From an optimization exercise on the open Yosys and OpenROAD flow, aimed at small area; shortcuts taken in it are not production practice. The RTL was checked by simulation tests, not by an equivalence proof against the original design. Power figures rest on the tool's default switching activity, not on a simulated workload. The clock port is modelled as an ideal driver; clocking choices that lean on that would not hold on a real chip.

## v1
// shell_glue_top
module shell_glue_top
(
   input  logic                             clk_main_a0,
   input  logic                             sync_rst_n,    
   input  logic [shell_glue_pkg::num_ddr_ch*shell_glue_pkg::stat_req_w-1:0] stat_req_in,   
   output logic [shell_glue_pkg::num_ddr_ch*shell_glue_pkg::stat_req_w-1:0] stat_req_out,  
   input  logic [shell_glue_pkg::num_ddr_ch*shell_glue_pkg::stat_rsp_w-1:0] stat_rsp_in,   
   output logic [shell_glue_pkg::num_ddr_ch*shell_glue_pkg::stat_rsp_w-1:0] stat_rsp_out,  
   input  logic                             flr_assert,
   output logic                             flr_done,
   input  logic [shell_glue_pkg::num_ddr_ch-1:0]            ddr_ready_abd,
   input  logic                             ddr_ready_c,
   output logic [shell_glue_pkg::num_ready-1:0]             ddr_ready,
   output logic                             ctrl_rst_n
);
==> flow/config.mk <==
export PLATFORM = sky130hd
export DESIGN_NAME = shell_glue_top
export DESIGN_NICKNAME = shell_glue_top
export VERILOG_FILES = /design/flow/design.v
export SDC_FILE = /design/flow/constraint.sdc
export NUM_CORES = 4
export LEC_CHECK = 0
export CAP_MARGIN = 20
export CORE_MARGIN = 2
export CORE_UTILIZATION = 70
export PLACE_DENSITY = 0.8
export SLEW_MARGIN = 20
==> flow/constraint.sdc <==
create_clock -name core_clock -period 4.0 [get_ports {clk_main_a0}]
set_input_delay 0.8000 -clock core_clock [delete_from_list [all_inputs] [get_ports {clk_main_a0}]]
set_output_delay 0.8000 -clock core_clock [all_outputs]
set_load 0.01 [all_outputs]
standard.sh (not shown) runs the stock make flow with config.mk's settings and CLKGATE_MAP_FILE= SYNTH_SCRIPT=/design/flow/synth_recipe.tcl, a recipe that flattens the netlist after the stock synthesis.
==> flow/flow/run.sh <==
#!/bin/bash
# The standard layout (the standard.sh, standard synthesis unchanged) with two
# changes: each port gets the smallest buffer, sky130_fd_sc_hd__buf_1, and the clock
# tree is built from clkbuf_16 only, in sink clusters of up to 35, without dummy loads.
# The make output goes to standard.log in the work folder.
set -euo pipefail
export BUFFER_PORTS_ARGS="-buffer_cell sky130_fd_sc_hd__buf_1"
export CTS_ARGS="-sink_clustering_enable -repair_clock_nets -dont_use_dummy_load -buf_list sky130_fd_sc_hd__clkbuf_16 -sink_clustering_size 35 -sink_clustering_max_diameter 80"
bash standard.sh > standard.log 2>&1
v1 ended with every stage complete and zero timing, DRC or antenna violations.
Input changes introduced in v16 (baseline for comparison: v1):
- removing PLACE_DENSITY (formerly 0.8)
- changing CORE_UTILIZATION from 70 to 40
==> flow/flow/run.sh <==
#!/bin/bash
# Standard layout, with port buffers of the smallest buffer and a clock tree
# built from smaller clock buffers without dummy loads.
set -euo pipefail
export BUFFER_PORTS_ARGS="-buffer_cell sky130_fd_sc_hd__buf_1"
export CTS_ARGS="-sink_clustering_enable -repair_clock_nets -dont_use_dummy_load -buf_list {sky130_fd_sc_hd__clkbuf_4 sky130_fd_sc_hd__clkbuf_8}"
bash standard.sh > standard.log 2>&1
Findings:
When the final numbers for v1 and v16 were put side by side, the sequential share of layout area turned out to be smaller in v16. Looking at number of global-route vias before repair, v16 sits above v1. v16 vs v1, final instance area went up by 0.0057 mm². v16: full flow OK, the timing, DRC and antenna checks passed. v16 vs v1: global-route usage down in v16. Cmp v1 and v16 / count of buffers not belonging to the clock network in the layout / higher: v16. Higher sequential power share was reported by v1, not v16.
[inputs] v30 vs v16
==> flow/flow/run.sh <==
#!/bin/bash
# The standard layout (the standard.sh, standard synthesis unchanged) with two
# changes: each port gets the smallest buffer, sky130_fd_sc_hd__buf_1, and the clock
# tree is built from clkbuf_16 only, in sink clusters of up to 30, without dummy loads.
# The make output goes to standard.log in the work folder.
set -euo pipefail
export BUFFER_PORTS_ARGS="-buffer_cell sky130_fd_sc_hd__buf_1"
export CTS_ARGS="-sink_clustering_enable -repair_clock_nets -dont_use_dummy_load -buf_list sky130_fd_sc_hd__clkbuf_16 -sink_clustering_size 30 -sink_clustering_max_diameter 100"
bash standard.sh > standard.log 2>&1
Results
Taking v16 as the reference, in v30 routing usage on met3 has decreased; relative contribution of combinational cells to total power has decreased; sequential share of cell area has increased; overall routed net length has decreased; clock period minus worst slack has decreased. Diff v30..v16 | summed negative setup slack over all endpoints | unchanged. v30 closes out successfully: all stages finished, all timing, DRC and antenna checks passed.
> inputs changed (v30 -> v20)
- CTS_BUF_LIST: unset -> sky130_fd_sc_hd__clkbuf_4 sky130_fd_sc_hd__clkbuf_8
==> flow/run.sh (new file) <==
#!/bin/bash
# synth_recipe.tcl (not shown) runs the flow's synth.tcl, then flattens the netlist and writes it again
# the make line also repeats each setting of config.mk as NAME=value (left out here)
make -C /OpenROAD-flow-scripts/flow DESIGN_CONFIG=/design/flow/config.mk WORK_HOME=/design/flow/orfs CLKGATE_MAP_FILE= SYNTH_SCRIPT=/design/flow/synth_recipe.tcl finish
removed: flow/flow/run.sh
removed: flow/standard.sh
### Flow results
Of v20 and v30, it is v20 that has the higher total power.
Post-CTS setup buffer count: v30 vs v20 identical
The fraction of area in multi-input gates in v20 sits 0.46 points below the value recorded for v30.
Compared to v30, the router laid down more metal wire for v20.
Register fraction of the total cell area: lower on v20

## re-timing with driven ports
In the flow no input, the clock included, has a driving cell. The finished layouts below were timed again as built, in two steps.
Step 1: set_driving_cell puts a clkbuf_16 on clk_main_a0 and a buf_2 on each other input, an assumption about the parent block.
Step 2 moves the port delays by t, midway between the first and last clock arrival at a register: inputs arrive t later, outputs are due t later. That takes back most of the time a late clock gives input paths.
Slacks: no drivers / after step 1 / after step 2; pairs: no drivers / after step 1.
| run | t, ns | slack for setup (ns) | worst setup path at the end | worst data-port slew with drivers (ns) |
|---|---|---|---|---|
| v1 | 0.663 | 0.920 / 0.859 / 1.522 | register to output | 0.12 |
| v16 | 0.929 | 0.833 / 0.770 / 1.699 | register to output | 0.07 |
| v30 | 0.691 | 1.053 / 0.986 / 1.677 | register to output | 0.10 |
| v20 | 0.943 | 0.279 / 0.219 / 1.161 | register to output | 0.11 |
After both steps setup and hold are still met in every run listed.
